Context: an optimization exercise on an open-source flow, tuned for small area and a short achievable clock period. The choices shown serve that exercise and are no tape-out recipe.
RTL that was checked went through simulation tests only; none was proved equivalent to the original.
Power figures rest on the tool's default switching activity, not on a simulated workload.

## alpha
==> flow/design.v (excerpt) <==
module mul32 (
    input  logic        clk,
    input  logic        rst,
    input  logic        in_valid,
    input  logic [31:0] a,
    input  logic [31:0] b,
    output logic        out_valid,
    output logic [31:0] hi,
    output logic [31:0] lo
);
    logic bo0;
    logic bt0;
    logic bn0;
    logic bo1;
    logic bt1;
    logic bn1;
    logic bo2;
    logic bt2;
    logic bn2;
    logic bo3;
    logic bt3;
    logic bn3;
    logic bo4;
    logic bt4;
    logic bn4;
    logic bo5;
    logic bt5;
    logic bn5;
    logic bo6;
    logic bt6;
    logic bn6;
    logic bo7;
    logic bt7;
    logic bn7;
    logic bo8;
    logic bt8;
    logic bn8;
    logic bo9;
    logic bt9;
    logic bn9;
    logic bo10;
    logic bt10;
    logic bn10;
    logic bo11;
    logic bt11;
    logic bn11;
    logic bo12;
    logic bt12;
    logic bn12;
    logic bo13;
    logic bt13;
    logic bn13;
    logic bo14;
    logic bt14;
    logic bn14;
    logic bo15;
    logic bt15;
    logic bn15;
    logic bon0;
    logic btn0;
    logic bnn0;
    logic bon1;
    logic btn1;
    logic bnn1;
    logic bon2;
    logic btn2;
    logic bnn2;
    logic bon3;
    logic btn3;
    logic bnn3;
    logic bon4;
    logic btn4;
    logic bnn4;
    logic bon5;
    logic btn5;
    logic bnn5;
    logic bon6;
    logic btn6;
    logic bnn6;
    logic bon7;
    logic btn7;
    logic bnn7;
    logic bon8;
    logic btn8;
    logic bnn8;
    logic bon9;
    logic btn9;
    logic bnn9;
    logic bon10;
    logic btn10;
    logic bnn10;
    logic bon11;
    logic btn11;
    logic bnn11;
    logic bon12;
    logic btn12;
    logic bnn12;
    logic bon13;
    logic btn13;
    logic bnn13;
    logic bon14;
    logic btn14;
    logic bnn14;
    logic bon15;
    logic btn15;
    logic bnn15;
    logic an0;
    logic an1;
    logic an2;
    logic an3;
    logic an4;
    logic an5;
    logic an6;
    logic an7;
    logic an8;
    logic an9;
    logic an10;
    logic an11;
    logic an12;
    logic an13;
    logic an14;
  ...
Settings: LEC_CHECK=0, CAP_MARGIN=20, CORE_MARGIN=2, CORE_UTILIZATION=45, CTS_CLUSTER_DIAMETER=100, CTS_CLUSTER_SIZE=20, PLACE_DENSITY=0.6, SETUP_SLACK_MARGIN=2.4, SLEW_MARGIN=60; clock period 5.0 ns.
standard.sh (not shown) runs the stock make flow with config.mk's settings and CLKGATE_MAP_FILE= SYNTH_SCRIPT=/design/flow/synth_recipe.tcl, a recipe that flattens the netlist after the stock synthesis.
==> flow/flow/run.sh <==
#!/bin/bash
# Standard ORFS layout, with one netlist pass between synthesis and floorplan:
# invopt.py removes inverters between full-adder cells (a full adder is
# self-dual, so a cell can take complemented inputs and give complemented
# outputs). nleq.py compares the two netlists on random vectors; if they differ,
# the standard netlist is used unchanged.
set -uo pipefail
R=orfs/results/sky130hd/mul32/base
bash standard.sh synth > synth.log 2>&1 || exit 1
cp $R/1_2_yosys.v $R/1_2_yosys_std.v
if python3 flow/invopt.py $R/1_2_yosys_std.v $R/1_2_yosys_opt.v > invopt.log 2>&1 &&
   python3 flow/nleq.py $R/1_2_yosys_std.v $R/1_2_yosys_opt.v > nleq.log 2>&1 &&
   grep -q "mismatches 0 " nleq.log; then
  cp $R/1_2_yosys_opt.v $R/1_2_yosys.v
  rm -f $R/1_synth.odb $R/1_synth.sdc
  bash standard.sh synth > synth2.log 2>&1 || exit 1
else
  echo "invopt not used" >> invopt.log
fi
# port buffers: a plain buf_2 on every input and output port instead of the
# delay buffer buffer_ports picks by default
export BUFFER_PORTS_ARGS="-buffer_cell sky130_fd_sc_hd__buf_2"
bash standard.sh > finish.log 2>&1
Other scripts of this flow, unchanged in this note and not shown: flow/flow/invopt.py, flow/flow/nleq.py
Here is what was changed in the inputs of beta compared with alpha.
- changing CTS_CLUSTER_SIZE from 20 to 26
Findings:
- Between alpha and beta, the global-route total usage across every layer figures differ only marginally.
- Standby leakage power, alpha and beta: larger value in alpha
- The met1 capacity usage during global routing of beta is lower than that of alpha.
- Measured against beta, the clock-buffer cell count of alpha comes out at 1.15 times the reference value.
- Compared to alpha, beta has total of cells resized after clock tree synthesis about 22% higher.
- Taking alpha as the reference point, the relative contribution of sequential cells to total power of beta rises by 0.3 points.
- Non-clock buffer count in the final layout, beta vs alpha: down by a few percent
- No run among alpha and beta stopped early or left any final violation; all are clean.
diff inputs: beta => gamma
- a change of CORE_UTILIZATION from 45 to 60
- a change of CTS_CLUSTER_SIZE from 26 to 20
- a change of SETUP_SLACK_MARGIN from 2.4 to 2.3
- a change of PLACE_DENSITY from 0.6 to 0.72
Notes after the runs:
From beta to gamma, count of port buffers added during placement did not move at all. Half-perimeter wire length after detailed placement (gamma vs. beta) decreases by a few percent. In gamma, the vertical die dimension came out about 13% below the value in beta.
Edits applied to the flow inputs when going from gamma to delta:
- putting ABC_CLOCK_PERIOD_IN_PS at 2000 where nothing was set
- swapping 60 for 45 in CORE_UTILIZATION
- clearing CTS_CLUSTER_SIZE, which used to be 20
- swapping 60 for 20 in SLEW_MARGIN
- clearing CTS_CLUSTER_DIAMETER, which used to be 100
- swapping 2.3 for 2.25 in SETUP_SLACK_MARGIN
- swapping 0.72 for 0.6 in PLACE_DENSITY
Results
- delta vs. gamma: power went up 2.2 mW; core utilization fell by 14 points; setup slack after placement lower; combinational cell fraction of total power saw a decrease; met1 layer wirelength in the final routing climbed about 8%.
- Comparing delta and gamma, number of violations reported at the end of detailed-routing iteration 0 is lower on delta.
- r1_btn2 as the launch point of the worst path was reported by delta, and r3_c26_487 by gamma.
- Summary: final critical-path setup slack, delta worse than gamma
- Run comparison: delta end point of the critical path r2_c26_213; gamma end point of the critical path r4_sum61

mul32, a different RTL version from the one above (not shown whole).
For scale: roughly 3600 cells after synthesis, about 130 I/O pins, ~38000 um^2 of cells after synthesis.
// mul32
module mul32 (
    input  logic        clk,
    input  logic        rst,
    input  logic        in_valid,
    input  logic [31:0] a,
    input  logic [31:0] b,
    output logic        out_valid,
    output logic [31:0] hi,
    output logic [31:0] lo
);
    logic bo0;
    logic bt0;
    logic bn0;
    logic bo1;
    logic bt1;
    logic bn1;
    logic bo2;
    logic bt2;
    logic bn2;
    logic bo3;
    logic bt3;
    logic bn3;
    logic bo4;
    logic bt4;
    logic bn4;
    logic bo5;
    logic bt5;
    logic bn5;
    logic bo6;
    logic bt6;
    logic bn6;
    logic bo7;
    logic bt7;
    logic bn7;
    logic bo8;
    logic bt8;
    logic bn8;
    logic bo9;
    logic bt9;
    logic bn9;
    logic bo10;
    logic bt10;
    logic bn10;
    logic bo11;
    logic bt11;
    logic bn11;
    logic bo12;
    logic bt12;
    logic bn12;
    logic bo13;
    logic bt13;
    logic bn13;
    logic bo14;
    logic bt14;
    logic bn14;
    logic bo15;
    logic bt15;
    logic bn15;
    logic pp0_0;
    logic pp0_1;
    logic pp0_2;
    logic pp0_3;
    logic pp0_4;
    logic pp0_5;
    logic pp0_6;
    logic pp0_7;
    logic pp0_8;
    logic pp0_9;
    logic pp0_10;
    logic pp0_11;
    logic pp0_12;
  ...
export LEC_CHECK = 0
export CAP_MARGIN = 20
export CORE_MARGIN = 2
export CORE_UTILIZATION = 45
export PLACE_DENSITY = 0.6
export SLEW_MARGIN = 20
create_clock -name core_clock -period 5.0 [get_ports {clk}]
run.sh (not shown) runs the stock make flow with config.mk's settings and CLKGATE_MAP_FILE= SYNTH_SCRIPT=/design/flow/synth_recipe.tcl, a recipe that flattens the netlist after the stock synthesis.
Stock flow here: none of the scripts above is used.
The first run completed without violations.
Then changed:
SETUP_SLACK_MARGIN = 2.0   (was not set)
=>
- die area is unchanged
- clock skew rises by 0.0048 ns
- area after synthesis stays the same
- worst setup slack improved by 0.43 ns
- wire length rises by 5.9%
- combinational power hardly moves
- sequential share of layout area falls by 0.54 points
- via count rises by 3.3%
Function was not checked in any run of this note: the RTL went through the layout flow alone.

Another version of the RTL of mul32 (not shown whole).
Size in the first run: roughly 3,300 cells after synthesis, roughly 130 I/O pins, roughly 37,000 um^2 of cells after synthesis.
## mul32
module mul32 (
    input  logic        clk,
    input  logic        rst,
    input  logic        in_valid,
    input  logic [31:0] a,
    input  logic [31:0] b,
    output logic        out_valid,
    output logic [31:0] hi,
    output logic [31:0] lo
);
==> flow/config.mk <==
export PLATFORM = sky130hd
export DESIGN_NAME = mul32
export DESIGN_NICKNAME = mul32
export VERILOG_FILES = /design/flow/design.v
export SDC_FILE = /design/flow/constraint.sdc
export NUM_CORES = 4
export LEC_CHECK = 0
export CAP_MARGIN = 20
export CORE_MARGIN = 2
export CORE_UTILIZATION = 45
export CTS_CLUSTER_DIAMETER = 100
export CTS_CLUSTER_SIZE = 26
export PLACE_DENSITY = 0.6
export SETUP_SLACK_MARGIN = 2.4
export SLEW_MARGIN = 60
==> flow/constraint.sdc <==
create_clock -name core_clock -period 5.0 [get_ports {clk}]
set_input_delay 1.0000 -clock core_clock [delete_from_list [all_inputs] [get_ports {clk}]]
set_output_delay 1.0000 -clock core_clock [all_outputs]
set_load 0.01 [all_outputs]
standard.sh (not shown) runs the stock make flow with config.mk's settings and CLKGATE_MAP_FILE= SYNTH_SCRIPT=/design/flow/synth_recipe.tcl, a recipe that flattens the netlist after the stock synthesis.
Scripts as last shown in full above: flow/flow/run.sh
Other scripts of this flow, unchanged in this note and not shown: flow/flow/invopt.py, flow/flow/nleq.py
Then changed:
CTS_CLUSTER_SIZE = 20   (was 26)
SETUP_SLACK_MARGIN = 2.45   (was 2.4)
Power grows slightly.
Critical path depth does not change.
Final cell count stays flat.
Fmax is lower slightly.
Via count stays flat.
Die area does not change.
Worst setup slack gets worse by 30 ps.
Then changed:
SETUP_SLACK_MARGIN = 2.4   (was 2.45)
=> Design area barely changes; synthesized area does not change; utilization goes down by 0.12 points; total power goes down slightly.

mul32, a different RTL version from the one above (not shown whole).
For scale: about 130 I/O pins, ~0.037 sq mm of cells after synthesis.
==> flow/config.mk <==
export PLATFORM = sky130hd
export DESIGN_NAME = mul32
export DESIGN_NICKNAME = mul32
export VERILOG_FILES = /design/flow/design.v
export SDC_FILE = /design/flow/constraint.sdc
export NUM_CORES = 4
export LEC_CHECK = 0
export CAP_MARGIN = 20
export CORE_MARGIN = 2
export CORE_UTILIZATION = 45
export PLACE_DENSITY = 0.6
export SETUP_SLACK_MARGIN = 2.0
export SLEW_MARGIN = 20
==> flow/constraint.sdc <==
create_clock -name core_clock -period 5.0 [get_ports {clk}]
set_input_delay 1.0000 -clock core_clock [delete_from_list [all_inputs] [get_ports {clk}]]
set_output_delay 1.0000 -clock core_clock [all_outputs]
set_load 0.01 [all_outputs]
==> flow/flow/run.sh <==
#!/bin/bash
# Standard ORFS layout, with one netlist pass between synthesis and floorplan:
# invopt.py removes inverters between full-adder cells (a full adder is
# self-dual, so a cell can take complemented inputs and give complemented
# outputs). nleq.py compares the two netlists on random vectors; if they differ,
# the standard netlist is used unchanged.
set -uo pipefail
R=orfs/results/sky130hd/mul32/base
bash standard.sh synth > synth.log 2>&1 || exit 1
cp $R/1_2_yosys.v $R/1_2_yosys_std.v
if python3 flow/invopt.py $R/1_2_yosys_std.v $R/1_2_yosys_opt.v > invopt.log 2>&1 &&
   python3 flow/nleq.py $R/1_2_yosys_std.v $R/1_2_yosys_opt.v > nleq.log 2>&1 &&
   grep -q "mismatches 0 " nleq.log; then
  cp $R/1_2_yosys_opt.v $R/1_2_yosys.v
  rm -f $R/1_synth.odb $R/1_synth.sdc
  bash standard.sh synth > synth2.log 2>&1 || exit 1
else
  echo "invopt not used" >> invopt.log
fi
bash standard.sh > finish.log 2>&1
Other scripts of this flow, unchanged in this note and not shown: flow/flow/invopt.py, flow/flow/nleq.py
==> next run, changes <==
- SETUP_SLACK_MARGIN: 2.0 -> 2.4
The new run produced a clean layout; sequential power drops by 3.0%; synthesized cell count does not change; final cell count climbs by 6.3%; first-iteration DRC count climbs by 42%; maximum frequency climbs by 4.0%.
Function was not checked in any run of this note: the RTL went through the layout flow alone.

RTL: one of the versions met above, not the one the previous note started from.
Size: ~3200 cells after synthesis.
Settings: LEC_CHECK=0, CAP_MARGIN=20, CORE_MARGIN=2, CORE_UTILIZATION=45, PLACE_DENSITY=0.6, SETUP_SLACK_MARGIN=2.25, SLEW_MARGIN=20; clock period 5.0 ns.
==> flow/flow/run.sh <==
#!/bin/bash
# Standard ORFS layout, with one netlist pass between synthesis and floorplan:
# invopt.py removes inverters between full-adder cells (a full adder is
# self-dual, so a cell can take complemented inputs and give complemented
# outputs). nleq.py compares the two netlists on random vectors; if they differ,
# the standard netlist is used unchanged.
set -uo pipefail
R=orfs/results/sky130hd/mul32/base
bash standard.sh synth > synth.log 2>&1 || exit 1
cp $R/1_2_yosys.v $R/1_2_yosys_std.v
if python3 flow/invopt.py $R/1_2_yosys_std.v $R/1_2_yosys_opt.v > invopt.log 2>&1 &&
   python3 flow/nleq.py $R/1_2_yosys_std.v $R/1_2_yosys_opt.v > nleq.log 2>&1 &&
   grep -q "mismatches 0 " nleq.log; then
  cp $R/1_2_yosys_opt.v $R/1_2_yosys.v
  rm -f $R/1_synth.odb $R/1_synth.sdc
  bash standard.sh synth > synth2.log 2>&1 || exit 1
else
  echo "invopt not used" >> invopt.log
fi
# port buffers: a plain buf_2 on every input and output port instead of the
# delay buffer buffer_ports picks by default
export BUFFER_PORTS_ARGS="-buffer_cell sky130_fd_sc_hd__buf_2"
bash standard.sh > finish.log 2>&1
Other scripts of this flow, unchanged in this note and not shown: flow/flow/invopt.py, flow/flow/nleq.py
Next try:
--- a/flow/flow/run.sh
+++ b/flow/flow/run.sh
@@ -19,5 +19,2 @@
 fi
-# port buffers: a plain buf_2 on every input and output port instead of the
-# delay buffer buffer_ports picks by default
-export BUFFER_PORTS_ARGS="-buffer_cell sky130_fd_sc_hd__buf_2"
 bash standard.sh > finish.log 2>&1
Settings changed: SETUP_SLACK_MARGIN 2.25 to 2.4.
- final area came out higher by about 3.2%
- total power rises by about 2.2%
- global-route usage hardly moves
- critical path depth drops by 1
- worst setup slack improves by 0.11 ns
- register-to-register slack improves by 0.11 ns
- combinational power grows by about 5%
- wire length stays flat
- maximum frequency goes up by about 4%
- first-iteration DRC count decreases by about 10%
Next try:
--- a/flow/flow/run.sh
+++ b/flow/flow/run.sh
@@ -19,2 +19,5 @@
 fi
+# port buffers: a plain buf_2 on every input and output port instead of the
+# delay buffer buffer_ports picks by default
+export BUFFER_PORTS_ARGS="-buffer_cell sky130_fd_sc_hd__buf_2"
 bash standard.sh > finish.log 2>&1
Settings changed: CTS_CLUSTER_DIAMETER from default to 100, CTS_CLUSTER_SIZE from default to 20, SETUP_SLACK_MARGIN 2.4 to 2.5, SLEW_MARGIN 20 to 60.
Effect:
- The changed run finished clean
- global-route usage barely changes
- worst setup slack improves by 0.0032 ns
- design area decreases by 5.1%
- utilization decreases by 2.6 points
- via count decreases by 1.4%
- routed wire length is about the same
Next try:
Settings changed: SETUP_SLACK_MARGIN 2.5 to 2.3.
After rerunning: The new run completed with no timing, DRC or antenna violations; total power fell by a few percent; sequential cell count does not change; count of clock-buffer cells in the layout came out lower by 1; synthesized area stays the same; routed wire length falls slightly; fmax hardly moves; clock skew goes down by 0.0057 ns; clock power came out higher by a few percent; die area is unchanged.

[static timing again, ports no longer ideal]
In the flow no input, the clock included, has a driving cell. The finished layouts below were timed again as built, in two steps. Step 1, drivers: a clkbuf_16 drives clk and a buf_2 each remaining input, both assumed. Step 2 times the ports against the registers' clock, not the clock port: input delays grow and output delays shrink by t, the midpoint of the rising clock arrivals with the driver on. Slacks: ideal / step 1 / step 2; pairs: ideal / step 1.
run	t (ns)	slack for setup (ns)	clock arrival spread, ns	worst register clock-pin slew, ns	worst slew at a driven data input, ns
alpha	0.666	2.377 / 2.377 / 2.377	0.034 / 0.034	0.09 / 0.09	0.09
beta	0.652	2.347 / 2.347 / 2.347	0.032 / 0.032	0.11 / 0.11	0.09
gamma	0.658	2.280 / 2.280 / 2.280	0.045 / 0.046	0.09 / 0.09	0.08
delta	0.680	2.233 / 2.233 / 2.233	0.038 / 0.037	0.07 / 0.07	0.08
the first run of note 2	0.683	1.562 / 1.562 / 1.562	0.030 / 0.030	0.07 / 0.07	0.07
the second run of note 2	0.685	1.997 / 1.997 / 1.997	0.034 / 0.034	0.07 / 0.07	0.08
the first run of note 3	0.644	2.402 / 2.402 / 2.402	0.045 / 0.046	0.11 / 0.11	0.08
the second run of note 3	0.659	2.372 / 2.372 / 2.372	0.040 / 0.041	0.10 / 0.10	0.07
the third run of note 3	0.661	2.413 / 2.413 / 2.413	0.039 / 0.039	0.09 / 0.09	0.08
the first run of note 4	0.676	2.027 / 2.027 / 2.027	0.038 / 0.039	0.07 / 0.07	0.05
the second run of note 4	0.690	2.141 / 2.141 / 2.141	0.037 / 0.037	0.07 / 0.07	0.05
the first run of note 5	0.680	2.233 / 2.233 / 2.233	0.038 / 0.037	0.07 / 0.07	0.08
the second run of note 5	0.692	2.343 / 2.343 / 2.343	0.031 / 0.031	0.07 / 0.07	0.08
the third run of note 5	0.660	2.346 / 2.346 / 2.346	0.042 / 0.042	0.09 / 0.09	0.09
the fourth run of note 5	0.669	2.339 / 2.339 / 2.339	0.037 / 0.037	0.10 / 0.10	0.09
After both steps setup and hold are still met in every run listed.
